Source: an optimization exercise on an open RTL-to-GDS flow (aim: small area). Production flows keep margins and buffers that such runs may drop.
In this exercise RTL edits were held to simulation tests only and were not proved equivalent to the original.
Power is estimated from default activity; no workload was simulated.

Design sepr_top, start of the top module:
module sepr_top (
   input  logic              core_clk,
   input  logic              uctl_rst_n,
   input  logic              get_rd_ptrs,
   input  logic              wr_addr_en,
   input  logic              hdr_rd,
   input  logic              rd,
   input  logic              updt_rd_buf,
   output logic              rd_ptrs_rcvd,
   output logic              buf_empty,
   output logic              hdr_rd_dn,
   output logic              transfer_dn,
   output logic              buf_updt_dn,
   input  logic [addr_w-1:0] mem_rd_data,
   input  logic              mem_ack,
   input  logic              mem_dval,
   output logic [addr_w-1:0] mem_addr,
   output logic              mem_rd,
   input  logic              dma_dn,
   input  logic [addr_w-1:0] cfg_sys_wr_addr,
   output logic              dma_start,
   output logic [addr_w-1:0] dma_laddr,
   output logic [len_w-1:0]  dma_len,
   output logic [addr_w-1:0] dma_ep_start_addr,
   output logic [addr_w-1:0] dma_ep_end_addr,
   output logic [addr_w-1:0] sys_wr_addr,
   input  logic [addr_w-1:0] ept_start_addr,
   input  logic [addr_w-1:0] ept_end_addr,
   input  logic [addr_w-1:0] ept_rd_ptr,
   input  logic [addr_w-1:0] ept_wr_ptr,
   input  logic              ept_last_op,
   input  logic              ept_updt_dn,
   output logic              ept_req_data,
   output logic              ept_updt_req,
   output logic [addr_w-1:0] ept_wr_rd_ptr
);
   logic              ld_ptr;
   logic              ld_hdr;
   logic              wr_addr_load;
   logic              xfer_done;
   logic              xfer_busy;
   logic              ptr_buf_empty;    
   logic [addr_w-1:0] start_addr;
   logic [addr_w-1:0] end_addr;
   logic [addr_w-1:0] rd_ptr;
   logic [addr_w-1:0] rd_ptr_n;
   logic [addr_w-1:0] next_rd_ptr;
   sepr_ctrl_fsm i_ctrl_fsm (
  ...
Size: roughly 1100 cells after synthesis, roughly 430 I/O pins, ~12000 sq um of cells after synthesis.
clock: 10.0 ns
lec_check: 0
cap_margin: 20
core_margin: 2
core_utilization: 40
slew_margin: 20
synth_hierarchical: 1
run.sh (not shown) runs the stock make flow with config.mk's settings and CLKGATE_MAP_FILE= SYNTH_SCRIPT=/design/flow/synth_recipe.tcl, a recipe that flattens the netlist after the stock synthesis.
The baseline ran to the end with no violations.
Change:
==> flow/flow/run.sh (new file) <==
#!/bin/bash
# Standard ORFS layout (the standard.sh), with each port buffered by the
# smallest buffer instead of the one buffer_ports picks by default.
set -euo pipefail
export BUFFER_PORTS_ARGS="-buffer_cell sky130_fd_sc_hd__buf_1"
bash standard.sh finish > standard_flow.log 2>&1
==> flow/standard.sh (new file) <==
#!/bin/bash
# synth_recipe.tcl (not shown) runs the flow's synth.tcl, then flattens the netlist and writes it again
# the make line also repeats each setting of config.mk as NAME=value (left out here)
make -C /OpenROAD-flow-scripts/flow DESIGN_CONFIG=/design/flow/config.mk WORK_HOME=/design/flow/orfs CLKGATE_MAP_FILE= SYNTH_SCRIPT=/design/flow/synth_recipe.tcl "${@:-finish}"
removed: flow/run.sh
Result:
- The new run produced a clean layout
- via count hardly moves
- worst setup slack loses 0.080 ns
- power decreases by 8.8%
- fmax decreases by 0.82%
- die area does not change
- clock-buffer cell count increases by 3
- non-clock buffer count increases by 13
- cell area decreases by 15%
Change:
Settings changed: CTS_BUF_LIST set to sky130_fd_sc_hd__clkbuf_8.
=> Worst hold slack hardly moves. Routed wire length fell by 0.62%. Synthesized cell count is unchanged. Critical path depth does not change. Final area fell by 1.5%. Die area is unchanged. Clock skew rose by 0.0085 ns. Sequential power hardly moves. Combinational power hardly moves. Count of clock-buffer cells in the layout fell by 4. Core utilization fell by 0.72 points.

---

## the reference run
sepr_top, a different RTL version from the one above (not shown whole).
Size in the first run: ~980 cells after synthesis, about 430 I/O pins, ~12000 um2 of cells after synthesis.
Settings: LEC_CHECK=0, CAP_MARGIN=20, CORE_MARGIN=2, CORE_UTILIZATION=40, CTS_BUF_LIST=sky130_fd_sc_hd__clkbuf_8, SLEW_MARGIN=20, SYNTH_HIERARCHICAL=1; clock period 10.0 ns.
standard.sh (not shown) runs the stock make flow with config.mk's settings and CLKGATE_MAP_FILE= SYNTH_SCRIPT=/design/flow/synth_recipe.tcl, a recipe that flattens the netlist after the stock synthesis.
==> flow/flow/run.sh <==
#!/bin/bash
# Standard ORFS layout (the standard.sh), with each port buffered by the
# smallest buffer instead of the one buffer_ports picks by default.
set -euo pipefail
export BUFFER_PORTS_ARGS="-buffer_cell sky130_fd_sc_hd__buf_1"
bash standard.sh finish > standard_flow.log 2>&1
What the trial run does differently from the reference run at the input level:
# the reference run
export LEC_CHECK = 0
export CAP_MARGIN = 20
export CORE_MARGIN = 2
export CORE_UTILIZATION = 40
export CTS_BUF_LIST = sky130_fd_sc_hd__clkbuf_8
export SLEW_MARGIN = 20
export SYNTH_HIERARCHICAL = 1
create_clock -name core_clock -period 10.0 [get_ports {core_clk}]
# the trial run
export LEC_CHECK = 0
export CAP_MARGIN = 20
export CORE_MARGIN = 2
export CORE_UTILIZATION = 72
export SLEW_MARGIN = 20
export SYNTH_HIERARCHICAL = 1
create_clock -name core_clock -period 10.0 [get_ports {core_clk}]
diff --git a/flow/flow/run.sh b/flow/flow/run.sh
--- a/flow/flow/run.sh
+++ b/flow/flow/run.sh
@@ -3 +3 @@
-# smallest buffer instead of the one buffer_ports picks by default.
+# smallest buffer, and a clock tree of clkbuf_8 without dummy loads.
@@ -5,0 +6 @@
+export CTS_ARGS="-sink_clustering_enable -repair_clock_nets -dont_use_dummy_load -buf_list sky130_fd_sc_hd__clkbuf_8"
### Flow results
The trial run against the reference run: highest achievable clock rate shows a reduction of about 0.9%, routed length per instance shows an increase of 3.0 um, clock distribution area overhead in the final layout shows a reduction of 0.88 points, number of cell rows shows a reduction of 16, overall power after layout shows an increase of 0.41%.
The higher sequential share of layout area of the reference run and the trial run is in the trial run.
The required time at the endpoint of the critical path of the trial run falls short of that of the reference run by 0.09 ns.
The trial run does worse than the reference run on overall routed net length.
The final reports for the trial run and the reference run show post-cts gate resize count lower in the former.
Cell count: the trial run lower than the reference run

---

sepr_top again, from the RTL that the note above started with.
==> flow/design.v (excerpt) <==
module sepr_top (
   input  logic              core_clk,
   input  logic              uctl_rst_n,
   input  logic              get_rd_ptrs,
   input  logic              wr_addr_en,
   input  logic              hdr_rd,
   input  logic              rd,
   input  logic              updt_rd_buf,
   output logic              rd_ptrs_rcvd,
   output logic              buf_empty,
   output logic              hdr_rd_dn,
   output logic              transfer_dn,
   output logic              buf_updt_dn,
   input  logic [addr_w-1:0] mem_rd_data,
   input  logic              mem_ack,
   input  logic              mem_dval,
   output logic [addr_w-1:0] mem_addr,
   output logic              mem_rd,
   input  logic              dma_dn,
   input  logic [addr_w-1:0] cfg_sys_wr_addr,
   output logic              dma_start,
   output logic [addr_w-1:0] dma_laddr,
   output logic [len_w-1:0]  dma_len,
   output logic [addr_w-1:0] dma_ep_start_addr,
   output logic [addr_w-1:0] dma_ep_end_addr,
   output logic [addr_w-1:0] sys_wr_addr,
   input  logic [addr_w-1:0] ept_start_addr,
   input  logic [addr_w-1:0] ept_end_addr,
   input  logic [addr_w-1:0] ept_rd_ptr,
   input  logic [addr_w-1:0] ept_wr_ptr,
   input  logic              ept_last_op,
   input  logic              ept_updt_dn,
   output logic              ept_req_data,
   output logic              ept_updt_req,
   output logic [addr_w-1:0] ept_wr_rd_ptr
);
clock: 10.0 ns
lec_check: 0
cap_margin: 20
core_margin: 2
core_utilization: 40
slew_margin: 20
synth_hierarchical: 1
==> flow/flow/run.sh <==
#!/bin/bash
# Standard ORFS layout (the standard.sh), with each port buffered by the
# smallest buffer, a clock tree of clkbuf_8 without dummy loads, and gates
# off the critical paths downsized after global routing.
set -euo pipefail
export BUFFER_PORTS_ARGS="-buffer_cell sky130_fd_sc_hd__buf_1"
export RECOVER_POWER=100
export CTS_ARGS="-sink_clustering_enable -repair_clock_nets -dont_use_dummy_load -buf_list sky130_fd_sc_hd__clkbuf_8"
bash standard.sh finish > standard_flow.log 2>&1
The baseline finished but failed the layout checks on max-capacitance violations, max-slew violations.
Edit:
==> flow/flow/run.sh (replaced) <==
#!/bin/bash
# Standard ORFS layout (the standard.sh), with each port buffered by the
# smallest buffer, and a clock tree of clkbuf_8 without dummy loads.
set -euo pipefail
export BUFFER_PORTS_ARGS="-buffer_cell sky130_fd_sc_hd__buf_1"
export CTS_ARGS="-sink_clustering_enable -repair_clock_nets -dont_use_dummy_load -buf_list sky130_fd_sc_hd__clkbuf_8"
bash standard.sh finish > standard_flow.log 2>&1
Result:
- The new run finished with timing, DRC and antenna clean
- synthesized cell count stays the same
- synthesized area stays the same
- hold slack stays flat
Edit:
- CORE_UTILIZATION: 40 -> 65
Effect: Power came out higher slightly; core utilization increases by 28 points; synthesized cell count stays the same; count of clock-buffer cells in the layout is unchanged; worst setup slack loses 69 ps; non-clock buffer count is lower by 10; combinational power is about the same.
Edit:
==> flow/flow/run.sh (replaced) <==
#!/bin/bash
# Standard ORFS layout (the standard.sh), with each port buffered by the
# smallest buffer, and a clock tree of clkbuf_8 and clkbuf_4 without dummy loads.
set -euo pipefail
export BUFFER_PORTS_ARGS="-buffer_cell sky130_fd_sc_hd__buf_1"
export CTS_ARGS="-sink_clustering_enable -repair_clock_nets -dont_use_dummy_load -root_buf sky130_fd_sc_hd__clkbuf_8 -sink_clustering_buffer sky130_fd_sc_hd__clkbuf_4 -sink_clustering_size 8 -buf_list {sky130_fd_sc_hd__clkbuf_4 sky130_fd_sc_hd__clkbuf_8}"
bash standard.sh finish > standard_flow.log 2>&1
- CORE_UTILIZATION: 65 -> 40
The changed run passed the timing, design-rule and antenna checks.
Maximum frequency rises by 0.71%.
Sequential power is about the same.
Via count falls by 3.0%.
Count of clock-buffer cells in the layout stays the same.
Wire length rises by 5.5%.
Design area rises by 2.1%.
Hold slack loses 11 ps.
Global-route usage falls by 12 points.
Edit:
==> flow/flow/run.sh (replaced) <==
#!/bin/bash
# Standard ORFS layout (the standard.sh), with each port buffered by the
# smallest buffer, and a clock tree of clkbuf_8 without dummy loads.
set -euo pipefail
export BUFFER_PORTS_ARGS="-buffer_cell sky130_fd_sc_hd__buf_1"
export CTS_ARGS="-sink_clustering_enable -repair_clock_nets -dont_use_dummy_load -buf_list sky130_fd_sc_hd__clkbuf_8"
bash standard.sh finish > standard_flow.log 2>&1
- CAP_MARGIN: 20 -> 0
- SLEW_MARGIN: 20 -> 0
What happened: Worst setup slack is unchanged. Final cell count stays the same. Design area stays the same. Maximum frequency is unchanged. Flip-flop and latch count does not change. Via count is unchanged. Clock power hardly moves.

---

Another version of the RTL of sepr_top (not shown whole).
Size: roughly 180 flip-flops, ~430 I/O pins, about 0.011 mm2 of cells after synthesis.
Settings: LEC_CHECK=0, CAP_MARGIN=20, CORE_MARGIN=2, CORE_UTILIZATION=65, SLEW_MARGIN=20, SYNTH_HIERARCHICAL=1; clock period 10.0 ns.
==> flow/flow/run.sh <==
#!/bin/bash
# Standard ORFS layout (the standard.sh), with each port buffered by the
# smallest buffer, and a clock tree of clkbuf_8 without dummy loads.
set -euo pipefail
export BUFFER_PORTS_ARGS="-buffer_cell sky130_fd_sc_hd__buf_1"
export CTS_ARGS="-sink_clustering_enable -repair_clock_nets -dont_use_dummy_load -buf_list sky130_fd_sc_hd__clkbuf_8"
bash standard.sh finish > standard_flow.log 2>&1
The baseline went through all stages and came out clean.
Then changed:
Settings changed: CORE_UTILIZATION 65 to 40.
After rerunning:
- total power came out lower slightly
- setup slack gains 240 ps
- combinational power came out lower by a few percent
- cell count came out higher by roughly a tenth
- global-route usage came out lower by 13 points
- routed wire length came out higher by a few percent
- cell area came out higher slightly

---

== lane 5 ==
sepr_top, a different RTL version from the one above (not shown whole).
For scale: about 950 cells after synthesis, ~180 flip-flops, ~12000 um^2 of cells after synthesis.
clock: 10.0 ns
lec_check: 0
cap_margin: 20
core_margin: 2
core_utilization: 65
slew_margin: 20
synth_hierarchical: 1
Scripts as last shown in full above: flow/flow/run.sh
What lane 4 does differently from lane 5 at the input level:
- changing CORE_UTILIZATION from 65 to 40
Data arrival time of the worst path was higher in the run labelled lane 4.
Lane 5 → lane 4: number of global-route vias before repair lost about 1.8%; worst-case vdd ir drop picked up an extra about 10%.
Summary of lane 4 over lane 5: total chip power picked up an extra about 0.5%; placement-stage worst setup slack lost 110 ps.
Register-to-register slack | lane 4 below lane 5
On met1 routing resource usage after global routing: between lane 5 and lane 4, it ends up higher for lane 5.

---

Another version of the RTL of sepr_top (not shown whole).
Size: about 870 cells after synthesis, roughly 180 flip-flops, roughly 430 I/O pins.
==> flow/config.mk <==
export PLATFORM = sky130hd
export DESIGN_NAME = sepr_top
export DESIGN_NICKNAME = sepr_top
export VERILOG_FILES = /design/flow/design.v
export SDC_FILE = /design/flow/constraint.sdc
export NUM_CORES = 4
export LEC_CHECK = 0
export CAP_MARGIN = 20
export CORE_MARGIN = 2
export CORE_UTILIZATION = 50
export SLEW_MARGIN = 20
export SYNTH_HIERARCHICAL = 1
==> flow/constraint.sdc <==
create_clock -name core_clock -period 10.0 [get_ports {core_clk}]
set_input_delay 2.0000 -clock core_clock [delete_from_list [all_inputs] [get_ports {core_clk}]]
set_output_delay 2.0000 -clock core_clock [all_outputs]
set_load 0.01 [all_outputs]
Scripts as last shown in full above: flow/flow/run.sh
Edit:
--- a/flow/config.mk
+++ b/flow/config.mk
@@ -8,5 +8,5 @@
 export CAP_MARGIN = 20
 export CORE_MARGIN = 2
-export CORE_UTILIZATION = 50
+export CORE_UTILIZATION = 65
 export SLEW_MARGIN = 20
 export SYNTH_HIERARCHICAL = 1
- setup slack degrades by 0.061 ns
- routed wire length fell by 4.1%
- critical path depth stays the same
- via count rises by 4.0%
- final cell count drops by 4.0%
- count of clock-buffer cells in the layout is unchanged
- clock skew grows by 0.0055 ns
Edit:
--- a/flow/config.mk
+++ b/flow/config.mk
@@ -8,5 +8,5 @@
 export CAP_MARGIN = 20
 export CORE_MARGIN = 2
-export CORE_UTILIZATION = 65
+export CORE_UTILIZATION = 58
 export SLEW_MARGIN = 20
 export SYNTH_HIERARCHICAL = 1
Effect:
- The changed run completed without violations
- die area rises by 12%
- synthesized area does not change
- hold slack got worse by 0.0092 ns
- flip-flop and latch count does not change
- utilization goes down by 8.7 points
Edit:
--- a/flow/config.mk
+++ b/flow/config.mk
@@ -8,5 +8,5 @@
 export CAP_MARGIN = 20
 export CORE_MARGIN = 2
-export CORE_UTILIZATION = 58
+export CORE_UTILIZATION = 70
 export SLEW_MARGIN = 20
 export SYNTH_HIERARCHICAL = 1
Final cell count drops by 1.1%.
Sequential power hardly moves.
Design area is about the same.
Power grows by 1.8%.

[separate check: timing with driven ports]
How much do the figures lean on ideal ports? The routed layouts below were timed once more, with nothing changed but the port constraints. Step 1 sets driving cells, clkbuf_16 on the clock port and buf_2 on the other inputs (assumed; they add their load-dependent delay and slew). Step 2, shift: input delay + t, output delay - t, t = (earliest + latest rising clock arrival at the registers) / 2. This alone moves slack from input paths to output paths. a / b / c = no drivers / after step 1 / after step 2; a / b = the first two.
run | t, ns | setup WS [ns] | worst data-port slew with drivers (ns)
the first run of note 1 | 0.496 | 0.363 / 0.363 / 0.363 | 0.10
the second run of note 1 | 0.500 | 0.283 / 0.283 / 0.283 | 0.09
the third run of note 1 | 0.540 | 0.267 / 0.267 / 0.267 | 0.09
the reference run | 0.535 | 0.317 / 0.317 / 0.317 | 0.06
the trial run | 0.503 | 0.231 / 0.231 / 0.231 | 0.08
the first run of note 3 | 0.528 | 0.284 / 0.284 / 0.284 | 0.06
the second run of note 3 | 0.529 | 0.291 / 0.291 / 0.291 | 0.06
the third run of note 3 | 0.498 | 0.222 / 0.222 / 0.222 | 0.08
the fourth run of note 3 | 0.529 | 0.291 / 0.291 / 0.291 | 0.06
the fifth run of note 3 | 0.529 | 0.291 / 0.291 / 0.291 | 0.06
the first run of note 4 | 0.494 | 0.163 / 0.163 / 0.163 | 0.11
the second run of note 4 | 0.500 | 0.403 / 0.403 / 0.403 | 0.07
lane 5 | 0.511 | 0.321 / 0.321 / 0.321 | 0.09
lane 4 | 0.526 | 0.292 / 0.292 / 0.292 | 0.10
the first run of note 6 | 0.493 | 0.337 / 0.337 / 0.337 | 0.07
the second run of note 6 | 0.513 | 0.276 / 0.276 / 0.276 | 0.07
the third run of note 6 | 0.492 | 0.335 / 0.335 / 0.335 | 0.07
the fourth run of note 6 | 0.518 | 0.336 / 0.336 / 0.336 | 0.09
